What follows belongs to an exercise in optimizing a design on an open flow for small area; a production flow would make more cautious choices. In this exercise RTL edits were held to simulation tests only and were not proved equivalent to the original. Power and IR drop assume default switching activity.

`flow/run.sh`:
```
#!/bin/bash
# synth_recipe.tcl (not shown) runs the flow's synth.tcl, then flattens the netlist and writes it again
# the make line also repeats each setting of config.mk as NAME=value (left out here)
make -C /OpenROAD-flow-scripts/flow DESIGN_CONFIG=/design/flow/config.mk WORK_HOME=/design/flow/orfs CLKGATE_MAP_FILE= SYNTH_SCRIPT=/design/flow/synth_recipe.tcl finish
```
`flow/config.mk`:
```
export PLATFORM = sky130hd
export DESIGN_NAME = iperf_stats_top
export DESIGN_NICKNAME = iperf_stats_top
export VERILOG_FILES = /design/flow/design.v
export SDC_FILE = /design/flow/constraint.sdc
export NUM_CORES = 4
export LEC_CHECK = 0
export CAP_MARGIN = 20
export CORE_AREA = 5 5 275 275
export DIE_AREA = 0 0 280 280
export SLEW_MARGIN = 20
```
`flow/constraint.sdc`:
```
create_clock -name core_clock -period 4.0 [get_ports {ap_clk}]
set_input_delay 0.8000 -clock core_clock [delete_from_list [all_inputs] [get_ports {ap_clk}]]
set_output_delay 0.8000 -clock core_clock [all_outputs]
set_load 0.01 [all_outputs]
```
`flow/design.v`:
```
`default_nettype none
`timescale 1ns/1ps
package iperf_stats_pkg;
  localparam int STACK_WIDTH = 64;  
  localparam int KEEP_WIDTH = STACK_WIDTH / 8;  
  localparam int BEAT_BYTES_WIDTH = $clog2(KEEP_WIDTH + 1);  
  localparam int BYTE_CNT_WIDTH = 48;
  localparam int EVENT_CNT_WIDTH = 32;
  localparam int CYCLE_CNT_WIDTH = 64;  
  localparam int TX_STATUS_WIDTH = 64;
  localparam int TX_STS_ERR_MSB = 63;
  localparam int TX_STS_ERR_LSB = 62;
  localparam int OPEN_STATUS_WIDTH = 24;
  localparam int OPEN_OK_BIT = 16;  
  localparam int READ_PKG_WIDTH = 32;
  localparam int READ_LEN_LSB = 16;
  localparam int READ_LEN_WIDTH = 16;
endpackage
`default_nettype wire
`timescale 1ns/1ps
`default_nettype none
module run_control (
  input  wire logic                                        ap_clk,
  input  wire logic                                        ap_rst_n,
  input  wire logic                                        ap_start,
  input  wire logic [iperf_stats_pkg::CYCLE_CNT_WIDTH-1:0] time_in_cycles,
  input  wire logic                                        stat_load,
  input  wire logic [iperf_stats_pkg::CYCLE_CNT_WIDTH-1:0] stat_load_value,
  output logic                                             run_start,
  output logic                                             running,
  output logic                                             ap_done,
  output logic                                             ap_idle,
  output logic [iperf_stats_pkg::CYCLE_CNT_WIDTH-1:0]      exec_cycles
);
  logic                                        ap_start_q;  
  logic [iperf_stats_pkg::CYCLE_CNT_WIDTH-1:0] run_len;  
  assign run_start = ap_start & ~ap_start_q;
  always_ff @(posedge ap_clk) begin
    if (!ap_rst_n) begin
      ap_start_q  <= 1'b0;
      running     <= 1'b0;
      ap_done     <= 1'b0;
      exec_cycles <= '0;
    end else begin
      ap_start_q <= ap_start;
      ap_done    <= 1'b0;  
      if (run_start) begin
        running     <= 1'b1;  
        exec_cycles <= '0;
      end else begin
        if (stat_load) begin
          exec_cycles <= stat_load_value;  
        end else if (running) begin
          exec_cycles <= exec_cycles + 1'b1;
        end
        if (running && exec_cycles == run_len) begin
          running <= 1'b0;  
          ap_done <= 1'b1;
        end
      end
    end
  end
  always_ff @(posedge ap_clk) begin
    if (run_start) begin
      run_len <= time_in_cycles;
    end
  end
  always_ff @(posedge ap_clk) begin
    if (!ap_rst_n) begin
      ap_idle <= 1'b1;
    end else if (run_start) begin
      ap_idle <= 1'b0;
    end else if (ap_done) begin
      ap_idle <= 1'b1;
    end
  end
endmodule
`default_nettype wire
`timescale 1ns/1ps
`default_nettype none
module tap_sampler (
  input  wire logic                                          ap_clk,
  input  wire logic                                          ap_rst_n,
  input  wire logic                                          rx_data_valid,
  input  wire logic                                          rx_data_ready,
  input  wire logic [iperf_stats_pkg::KEEP_WIDTH-1:0]        rx_data_keep,
  input  wire logic                                          rx_data_last,
  input  wire logic                                          tx_data_valid,
  input  wire logic                                          tx_data_ready,
  input  wire logic [iperf_stats_pkg::KEEP_WIDTH-1:0]        tx_data_keep,
  input  wire logic                                          tx_data_last,
  input  wire logic                                          tx_meta_valid,
  input  wire logic                                          tx_meta_ready,
  input  wire logic                                          tx_status_valid,
  input  wire logic                                          tx_status_ready,
  input  wire logic [iperf_stats_pkg::TX_STATUS_WIDTH-1:0]   tx_status_data,
  input  wire logic                                          open_status_valid,
  input  wire logic                                          open_status_ready,
  input  wire logic [iperf_stats_pkg::OPEN_STATUS_WIDTH-1:0] open_status_data,
  input  wire logic                                          read_pkg_valid,
  input  wire logic                                          read_pkg_ready,
  input  wire logic [iperf_stats_pkg::READ_PKG_WIDTH-1:0]    read_pkg_data,
  output logic                                               rx_beat,
  output logic [iperf_stats_pkg::BEAT_BYTES_WIDTH-1:0]       rx_beat_bytes,
  output logic                                               rx_pkt,
  output logic                                               tx_beat,
  output logic [iperf_stats_pkg::BEAT_BYTES_WIDTH-1:0]       tx_beat_bytes,
  output logic                                               tx_pkt,
  output logic                                               tx_cmd,
  output logic                                               tx_sts,
  output logic                                               tx_sts_good,
  output logic                                               open_sts,
  output logic                                               open_ok,
  output logic                                               rd_req,
  output logic [iperf_stats_pkg::READ_LEN_WIDTH-1:0]         rd_req_bytes
);
  logic rx_hs;
  logic tx_hs;
  logic meta_hs;
  logic sts_hs;
  logic open_hs;
  logic rd_hs;
  function automatic logic [iperf_stats_pkg::BEAT_BYTES_WIDTH-1:0] count_keep(
    input logic [iperf_stats_pkg::KEEP_WIDTH-1:0] keep
  );
    logic [iperf_stats_pkg::BEAT_BYTES_WIDTH-1:0] n;
    n = '0;
    for (int i = 0; i < iperf_stats_pkg::KEEP_WIDTH; i++) begin
      n = n + keep[i];  
    end
    count_keep = n;
  endfunction
  assign rx_hs   = rx_data_valid & rx_data_ready;
  assign tx_hs   = tx_data_valid & tx_data_ready;
  assign meta_hs = tx_meta_valid & tx_meta_ready;
  assign sts_hs  = tx_status_valid & tx_status_ready;
  assign open_hs = open_status_valid & open_status_ready;
  assign rd_hs   = read_pkg_valid & read_pkg_ready;
  always_ff @(posedge ap_clk) begin
    if (!ap_rst_n) begin
      rx_beat     <= 1'b0;
      rx_pkt      <= 1'b0;
      tx_beat     <= 1'b0;
      tx_pkt      <= 1'b0;
      tx_cmd      <= 1'b0;
      tx_sts      <= 1'b0;
      tx_sts_good <= 1'b0;
      open_sts    <= 1'b0;
      open_ok     <= 1'b0;
      rd_req      <= 1'b0;
    end else begin
      rx_beat     <= rx_hs;
      rx_pkt      <= rx_hs & rx_data_last;
      tx_beat     <= tx_hs;
      tx_pkt      <= tx_hs & tx_data_last;
      tx_cmd      <= meta_hs;
      tx_sts      <= sts_hs;
      tx_sts_good <= sts_hs & (tx_status_data[iperf_stats_pkg::TX_STS_ERR_MSB:iperf_stats_pkg::TX_STS_ERR_LSB] == '0);
      open_sts    <= open_hs;
      open_ok     <= open_hs & open_status_data[iperf_stats_pkg::OPEN_OK_BIT];
      rd_req      <= rd_hs;
    end
  end
  always_ff @(posedge ap_clk) begin
    rx_beat_bytes <= count_keep(rx_data_keep);
    tx_beat_bytes <= count_keep(tx_data_keep);
    rd_req_bytes  <= read_pkg_data[iperf_stats_pkg::READ_LEN_LSB +: iperf_stats_pkg::READ_LEN_WIDTH];
  end
endmodule
`default_nettype wire
`timescale 1ns/1ps
`default_nettype none
module stat_accumulator (
  input  wire logic                                         ap_clk,
  input  wire logic                                         ap_rst_n,
  input  wire logic                                         run_start,
  input  wire logic                                         stat_load,
  input  wire logic [iperf_stats_pkg::CYCLE_CNT_WIDTH-1:0]  stat_load_value,
  input  wire logic                                         rx_beat,
  input  wire logic [iperf_stats_pkg::BEAT_BYTES_WIDTH-1:0] rx_beat_bytes,
  input  wire logic                                         rx_pkt,
  input  wire logic                                         tx_beat,
  input  wire logic [iperf_stats_pkg::BEAT_BYTES_WIDTH-1:0] tx_beat_bytes,
  input  wire logic                                         tx_pkt,
  input  wire logic                                         tx_cmd,
  input  wire logic                                         tx_sts,
  input  wire logic                                         tx_sts_good,
  input  wire logic                                         open_sts,
  input  wire logic                                         open_ok,
  input  wire logic                                         rd_req,
  input  wire logic [iperf_stats_pkg::READ_LEN_WIDTH-1:0]   rd_req_bytes,
  output logic [iperf_stats_pkg::BYTE_CNT_WIDTH-1:0]        rx_bytes,
  output logic [iperf_stats_pkg::BYTE_CNT_WIDTH-1:0]        tx_bytes,
  output logic [iperf_stats_pkg::EVENT_CNT_WIDTH-1:0]       rx_pkts,
  output logic [iperf_stats_pkg::EVENT_CNT_WIDTH-1:0]       tx_pkts,
  output logic [iperf_stats_pkg::EVENT_CNT_WIDTH-1:0]       tx_cmds,
  output logic [iperf_stats_pkg::EVENT_CNT_WIDTH-1:0]       tx_stss,
  output logic [iperf_stats_pkg::EVENT_CNT_WIDTH-1:0]       tx_stss_good,
  output logic [iperf_stats_pkg::EVENT_CNT_WIDTH-1:0]       open_stss,
  output logic [iperf_stats_pkg::EVENT_CNT_WIDTH-1:0]       open_oks,
  output logic [iperf_stats_pkg::BYTE_CNT_WIDTH-1:0]        rd_req_total
);
  always_ff @(posedge ap_clk) begin
    if (!ap_rst_n || run_start) begin
      rx_bytes     <= '0;  
      tx_bytes     <= '0;
      rd_req_total <= '0;
    end else if (stat_load) begin
      rx_bytes     <= stat_load_value[iperf_stats_pkg::BYTE_CNT_WIDTH-1:0];  
      tx_bytes     <= stat_load_value[iperf_stats_pkg::BYTE_CNT_WIDTH-1:0];
      rd_req_total <= stat_load_value[iperf_stats_pkg::BYTE_CNT_WIDTH-1:0];
    end else begin
      if (rx_beat) begin
        rx_bytes <= rx_bytes + {{(iperf_stats_pkg::BYTE_CNT_WIDTH-$bits(rx_beat_bytes)){1'b0}}, rx_beat_bytes};
      end
      if (tx_beat) begin
        tx_bytes <= tx_bytes + {{(iperf_stats_pkg::BYTE_CNT_WIDTH-$bits(tx_beat_bytes)){1'b0}}, tx_beat_bytes};
      end
      if (rd_req) begin
        rd_req_total <= rd_req_total + {{(iperf_stats_pkg::BYTE_CNT_WIDTH-$bits(rd_req_bytes)){1'b0}}, rd_req_bytes};
      end
    end
  end
  always_ff @(posedge ap_clk) begin
    if (!ap_rst_n || run_start) begin
      rx_pkts      <= '0;
      tx_pkts      <= '0;
      tx_cmds      <= '0;
      tx_stss      <= '0;
      tx_stss_good <= '0;
      open_stss    <= '0;
      open_oks     <= '0;
    end else if (stat_load) begin
      rx_pkts      <= stat_load_value[iperf_stats_pkg::EVENT_CNT_WIDTH-1:0];
      tx_pkts      <= stat_load_value[iperf_stats_pkg::EVENT_CNT_WIDTH-1:0];
      tx_cmds      <= stat_load_value[iperf_stats_pkg::EVENT_CNT_WIDTH-1:0];
      tx_stss      <= stat_load_value[iperf_stats_pkg::EVENT_CNT_WIDTH-1:0];
      tx_stss_good <= stat_load_value[iperf_stats_pkg::EVENT_CNT_WIDTH-1:0];
      open_stss    <= stat_load_value[iperf_stats_pkg::EVENT_CNT_WIDTH-1:0];
      open_oks     <= stat_load_value[iperf_stats_pkg::EVENT_CNT_WIDTH-1:0];
    end else begin
      if (rx_pkt) begin
        rx_pkts <= rx_pkts + 1'b1;
      end
      if (tx_pkt) begin
        tx_pkts <= tx_pkts + 1'b1;
      end
      if (tx_cmd) begin
        tx_cmds <= tx_cmds + 1'b1;
      end
      if (tx_sts) begin
        tx_stss <= tx_stss + 1'b1;
      end
      if (tx_sts_good) begin
        tx_stss_good <= tx_stss_good + 1'b1;  
      end
      if (open_sts) begin
        open_stss <= open_stss + 1'b1;
      end
      if (open_ok) begin
        open_oks <= open_oks + 1'b1;
      end
    end
  end
endmodule
`default_nettype wire
`timescale 1ns/1ps
`default_nettype none
module iperf_stats_top (
  input  wire logic                                          ap_clk,
  input  wire logic                                          ap_rst_n,
  input  wire logic                                          ap_start,
  input  wire logic [iperf_stats_pkg::CYCLE_CNT_WIDTH-1:0]   time_in_cycles,
  input  wire logic                                          stat_load,
  input  wire logic [iperf_stats_pkg::CYCLE_CNT_WIDTH-1:0]   stat_load_value,
  input  wire logic                                          rx_data_valid,
  input  wire logic                                          rx_data_ready,
  input  wire logic [iperf_stats_pkg::KEEP_WIDTH-1:0]        rx_data_keep,
  input  wire logic                                          rx_data_last,
  input  wire logic                                          tx_data_valid,
  input  wire logic                                          tx_data_ready,
  input  wire logic [iperf_stats_pkg::KEEP_WIDTH-1:0]        tx_data_keep,
  input  wire logic                                          tx_data_last,
  input  wire logic                                          tx_meta_valid,
  input  wire logic                                          tx_meta_ready,
  input  wire logic                                          tx_status_valid,
  input  wire logic                                          tx_status_ready,
  input  wire logic [iperf_stats_pkg::TX_STATUS_WIDTH-1:0]   tx_status_data,
  input  wire logic                                          open_status_valid,
  input  wire logic                                          open_status_ready,
  input  wire logic [iperf_stats_pkg::OPEN_STATUS_WIDTH-1:0] open_status_data,
  input  wire logic                                          read_pkg_valid,
  input  wire logic                                          read_pkg_ready,
  input  wire logic [iperf_stats_pkg::READ_PKG_WIDTH-1:0]    read_pkg_data,
  output logic                                               running,
  output logic                                               ap_done,
  output logic                                               ap_idle,
  output logic [iperf_stats_pkg::CYCLE_CNT_WIDTH-1:0]        exec_cycles,
  output logic [iperf_stats_pkg::BYTE_CNT_WIDTH-1:0]         rx_bytes,
  output logic [iperf_stats_pkg::BYTE_CNT_WIDTH-1:0]         tx_bytes,
  output logic [iperf_stats_pkg::EVENT_CNT_WIDTH-1:0]        rx_pkts,
  output logic [iperf_stats_pkg::EVENT_CNT_WIDTH-1:0]        tx_pkts,
  output logic [iperf_stats_pkg::EVENT_CNT_WIDTH-1:0]        tx_cmds,
  output logic [iperf_stats_pkg::EVENT_CNT_WIDTH-1:0]        tx_stss,
  output logic [iperf_stats_pkg::EVENT_CNT_WIDTH-1:0]        tx_stss_good,
  output logic [iperf_stats_pkg::EVENT_CNT_WIDTH-1:0]        open_stss,
  output logic [iperf_stats_pkg::EVENT_CNT_WIDTH-1:0]        open_oks,
  output logic [iperf_stats_pkg::BYTE_CNT_WIDTH-1:0]         rd_req_total
);
  logic                        run_start;  
  logic                        rx_beat;
  logic [iperf_stats_pkg::BEAT_BYTES_WIDTH-1:0] rx_beat_bytes;
  logic                        rx_pkt;
  logic                        tx_beat;
  logic [iperf_stats_pkg::BEAT_BYTES_WIDTH-1:0] tx_beat_bytes;
  logic                        tx_pkt;
  logic                        tx_cmd;
  logic                        tx_sts;
  logic                        tx_sts_good;
  logic                        open_sts;
  logic                        open_ok;
  logic                        rd_req;
  logic [iperf_stats_pkg::READ_LEN_WIDTH-1:0]   rd_req_bytes;
  run_control u_run_control (
    .ap_clk         (ap_clk),
    .ap_rst_n       (ap_rst_n),
    .ap_start       (ap_start),
    .time_in_cycles (time_in_cycles),
    .stat_load      (stat_load),
    .stat_load_value(stat_load_value),
    .run_start      (run_start),
    .running        (running),
    .ap_done        (ap_done),
    .ap_idle        (ap_idle),
    .exec_cycles    (exec_cycles)
  );
  tap_sampler u_tap_sampler (
    .ap_clk            (ap_clk),
    .ap_rst_n          (ap_rst_n),
    .rx_data_valid     (rx_data_valid),
    .rx_data_ready     (rx_data_ready),
    .rx_data_keep      (rx_data_keep),
    .rx_data_last      (rx_data_last),
    .tx_data_valid     (tx_data_valid),
    .tx_data_ready     (tx_data_ready),
    .tx_data_keep      (tx_data_keep),
    .tx_data_last      (tx_data_last),
    .tx_meta_valid     (tx_meta_valid),
    .tx_meta_ready     (tx_meta_ready),
    .tx_status_valid   (tx_status_valid),
    .tx_status_ready   (tx_status_ready),
    .tx_status_data    (tx_status_data),
    .open_status_valid (open_status_valid),
    .open_status_ready (open_status_ready),
    .open_status_data  (open_status_data),
    .read_pkg_valid    (read_pkg_valid),
    .read_pkg_ready    (read_pkg_ready),
    .read_pkg_data     (read_pkg_data),
    .rx_beat           (rx_beat),
    .rx_beat_bytes     (rx_beat_bytes),
    .rx_pkt            (rx_pkt),
    .tx_beat           (tx_beat),
    .tx_beat_bytes     (tx_beat_bytes),
    .tx_pkt            (tx_pkt),
    .tx_cmd            (tx_cmd),
    .tx_sts            (tx_sts),
    .tx_sts_good       (tx_sts_good),
    .open_sts          (open_sts),
    .open_ok           (open_ok),
    .rd_req            (rd_req),
    .rd_req_bytes      (rd_req_bytes)
  );
  stat_accumulator u_stat_accumulator (
    .ap_clk        (ap_clk),
    .ap_rst_n      (ap_rst_n),
    .run_start     (run_start),
    .stat_load     (stat_load),
    .stat_load_value(stat_load_value),
    .rx_beat       (rx_beat),
    .rx_beat_bytes (rx_beat_bytes),
    .rx_pkt        (rx_pkt),
    .tx_beat       (tx_beat),
    .tx_beat_bytes (tx_beat_bytes),
    .tx_pkt        (tx_pkt),
    .tx_cmd        (tx_cmd),
    .tx_sts        (tx_sts),
    .tx_sts_good   (tx_sts_good),
    .open_sts      (open_sts),
    .open_ok       (open_ok),
    .rd_req        (rd_req),
    .rd_req_bytes  (rd_req_bytes),
    .rx_bytes      (rx_bytes),
    .tx_bytes      (tx_bytes),
    .rx_pkts       (rx_pkts),
    .tx_pkts       (tx_pkts),
    .tx_cmds       (tx_cmds),
    .tx_stss       (tx_stss),
    .tx_stss_good  (tx_stss_good),
    .open_stss     (open_stss),
    .open_oks      (open_oks),
    .rd_req_total  (rd_req_total)
  );
endmodule
`default_nettype wire
```
==> run notes <==
==> stage by stage <==
step	utilization [%]	worst slack, ns	cell area [um^2]
finish	47.6	0.998	34600
global route	47.6	0.832	34600
CTS	47.6	1.03	34600
detailed placement	44.6	0.423	32400
global placement	44.6	0.432	32400
floorplan	-	0.983	24900
==> placed cells by master, fill, tap and decap left out, drive strengths merged, types with 17 or more instances in the layout <==
cell type / count
and2: 26
ha: 38
nor2b: 17
nor4: 26
and4: 41
xnor2: 214
edfxtp: 64
a21boi: 135
xor2: 249
dfxtp: 470
clkbuf: 99
nand2: 164
nor3: 49
buf: 64
clkdlybuf4s50: 614
inv: 85
and3: 68
nand4: 115
nor2: 151
a21oi: 266
nand3: 127
o21a: 49
o21ai: 60
==> power by group through the flow <==
stage	Clock, mW	Combinational [mW]	Sequential (mW)
detailed placement	0	1.98	6.24
CTS	6.17	1.99	6.13
floorplan	0	0.746	6.25
finish	6.04	1.98	6.14
global placement	0	1.97	6.24
global route	6.38	2.11	6.18
==> layer usage <==
| layer | track usage [%] | wire, um | up-vias |
|---|---|---|---|
| met5 | 0 | 13 | - |
| met3 | 5.68 | 7280 | 159 |
| met1 | 32.7 | 44700 | 10800 |
| met2 | 39.4 | 46900 | 712 |
| li1 | - | - | 10500 |
| met4 | 9.77 | 3950 | 2 |
==> worst max-delay path by stage <==
| stage | cells after the start | startpoint | to | slack, ns |
|---|---|---|---|---|
| after detailed placement | 8 | rx_data_keep[0] | u_tap_sampler.rx_beat_bytes[2]$_DFF_P_ | 0.42 |
| after floorplan | 7 | rx_data_keep[0] | u_tap_sampler.rx_beat_bytes[2]$_DFF_P_ | 0.98 |
| after global placement | 8 | rx_data_keep[0] | u_tap_sampler.rx_beat_bytes[2]$_DFF_P_ | 0.43 |
| after global routing | 8 | u_run_control.exec_cycles[0]$_SDFFE_PP0P_ | u_run_control.exec_cycles[50]$_SDFFE_PP0P_ | 0.83 |
| final | 8 | u_run_control.exec_cycles[0]$_SDFFE_PP0P_ | u_run_control.exec_cycles[50]$_SDFFE_PP0P_ | 1.0 |
| after CTS | 8 | u_run_control.exec_cycles[0]$_SDFFE_PP0P_ | u_run_control.exec_cycles[50]$_SDFFE_PP0P_ | 1.03 |
==> sequential cells by signal, summed over array words and instances (netlist names), 4 cells and up <==
register and count:
u_stat_accumulator.rd_req_total 48, u_stat_accumulator.tx_bytes 48, u_tap_sampler.rx_beat_bytes 4, u_tap_sampler.rd_req_bytes 16
u_tap_sampler.tx_beat_bytes 4, u_run_control.run_len 64, u_stat_accumulator.tx_pkts 32, u_stat_accumulator.open_oks 32
u_stat_accumulator.tx_stss_good 32, u_stat_accumulator.open_stss 32, u_run_control.exec_cycles 64, u_stat_accumulator.rx_bytes 48
u_stat_accumulator.tx_stss 32, u_stat_accumulator.rx_pkts 32, u_stat_accumulator.tx_cmds 32
==> area by class of cell <==
| class | count | area, um^2 |
|---|---|---|
| inverter | 80 | 308 |
| antenna | 11 | 27.5 |
| multi-input combinational | 1905 | 12800 |
| sequential | 534 | 11300 |
| clock inverter | 14 | 211 |
| clock buffer | 99 | 1960 |
| tap | 959 | 1200 |
| fill | 7077 | 38000 |
| timing repair buffer | 678 | 6700 |
==> logic make-up (layout without fill, tap and decap cells) <==
family,count (synthesis),count (layout)
and+or+nand+nor,802,802
AOI/OAI and AO/OA,578,578
adders and majority gates,49,49
buffers and inverters,204,871
other,0,11
xor gates and xnor gates,463,463
muxes,13,13
DFF,534,534
==> critical path, delay by kind of cell (launching register included) <==
family	cells	cell delay (ns)
compound gates	1	0.22
xor+xnor	1	0.18
fa+ha+maj	1	0.25
flops	1	0.46
simple gates	5	1.79
==> flow_summary.yaml <==
run_status:
  run_status: "complete, no violations"
min_path:
  hold_depth: 2
  min_from: "u_run_control.ap_idle$_SDFFE_PN1P_"
  min_to: "u_run_control.ap_idle$_SDFFE_PN1P_"
  holdCritPathClass: "flip-flop to flip-flop"
synth:
  synth_xor_area_share_pct: 16.3
  synth-main-ff-cell: "dfxtp_1"
  ys_ff_latch: 534
  synth_edf_count: 64
  synthMuxAreaShare_pct: 0.524
  yosys.area_share.simple_pct: 17.2
  synth_top_family_by_area: "simple AND/OR/NAND/NOR gates"
  ys_seq_area_share_pct: 45.6
  netlist-cell-type-count: 67
  yosysMostFrequentCell: "dfxtp_1"
  synth_common_cells: "dfxtp_1 (470), a21oi_1 (266), xor2_1 (249)"
  syn_avg_cell_area_um2: 9.40
  synth_adder_area_share_pct: 2.80
  postSynthCellCount: 2643
  synth_area_leaders: "dfxtp_1 (38%), xor2_1 (8.8%), edfxtp_1 (7.7%)"
  synth_compound_area_share_pct: 14.4
  syn-cell-area_um2: 24900
  synth.top_cell.area_share_pct: 37.9
  yosys_warnings: 3
  yosys.area.top_type: "dfxtp_1"
  synth_nets: 2974
  async_flop_share_pct: 0
pwr:
  power_density_nw_per_um2: 409
  power_mw: 14.2
  switching_share_pct: 26.7
  comb_power_share_pct: 14.0
  internal-power_mw: 10.4
  p_leak_nw: 12.1
  p_seq_share_pct: 43.4
  ir_worst_vdd_mv: 0.339
  clockPowerShare_pct: 42.6
  switchingPower_mw: 3.77
sta:
  tightestPinTransition_ns: 0.966
  finalSetupTns_ns: 0
  min_period_ns: 3.00
  fin_hold_ws_ns: 0.503
  max_freq_ghz: 0.333
  fin_worst_skew_ns: 0.0263
  timing.slew.headroom_pct: 35.6
  slew_violations: 0
  post-route-period-util_pct: 75.1
  hold_violations: 0
  rsz0062_at_grt: "no"
  setup_viol: 0
place:
  placedCellCount: 4156
  portBuffers: 615
  gp_congestion: 0.864
  dp_hpwl_mm: 75.1
clock_network:
  clk-insertion-delay-late_ns: 0.59
  postCtsResizedCells: 0
  htreeDepth: 3
  cts_root_buf: "clkbuf_16"
  tritoncts: "yes"
  cts_sinks: 534
  cts_buffers: 66
  cts_setup_buffers: 0
  cts-hold-fix-buffers: 0
  clockBufferDepth: 3
  clk_pin_slew_ns: 0.06
detailed_routing:
  dr_total_vias: 22200
  antenna_left: 0
  first_iter_violations: 1508
  wirelength_mm: 103
  post_drt_wl_per_cell_um: 24.0
  via_per_inst: 5.18
  drc: 0
  firstDrtPassIters: 5
global_routing:
  grt_pass1_wl_mm: 144
  antenna_found_initial: 20
  overflow: 0
  grt_max_degree: 119
  grt_pass1_vias: 21000
  grtUsageTotal_pct: 24.7
setup_path:
  required_ns: 4.48
  r2r_slack_ns: 1.0
  cpPeakStageDelay_ns: 0.64
  path_cells: "ha_1, nand2_1, nor3_1, nand4_2, nor2_1, nand3_1, xor2_1, a211oi_1"
  worst_path_max_delay_cell: "nor2_1"
  crit_type: "flip-flop to flip-flop"
  arrival_ns: 3.48
  r2r_start: "u_run_control.exec_cycles[0]$_SDFFE_PP0P_"
  r2r_cells: 8
  critPathCaptureType: "flip-flop"
  r2r-end: "u_run_control.exec_cycles[50]$_SDFFE_PP0P_"
  critPathMaxFanout: 10
  worst_setup_path_start_kind: "flip-flop"
cells_and_area:
  syn_to_final_growth_pct: 39.1
  nets: 3596
  instances_no_fill: 4280
  drive_above_1_share_pct: 6.56
floorplan:
  core-area_um2: 72600
  die-area_um2: 78400
  num_rows: 99
  ios: 717
  initial_core_util_pct: 34.2
  die_w_um: 280
  die_y_um: 280
flow_run:
  maxCapViolCount: 0

[static timing again, ports no longer ideal]
The results above use ideal ports. As a check the final layout listed here was re-extracted and re-timed, cells and wires unchanged. Step 1, drivers: a clkbuf_16 drives ap_clk and a buf_2 each remaining input, both assumed. Step 2 moves the port delays by t, midway between the first and last clock arrival at a register: inputs arrive t later, outputs are due t later. That takes back most of the time a late clock gives input paths. Three values: no drivers, after step 1, after step 2; two values: the first two.
shift t [ns]: 0.633
setup WS [ns]: 0.998 / 0.998 / 0.416
hold slack, ns: 0.503 / 0.503 / 0.503
worst setup path at the end: input to register
pins driven straight from the clock port: 1
After both steps setup and hold are still met in this run. The setup slack of this run moves by 0.000 ns with the drivers and by -0.582 ns with both steps.
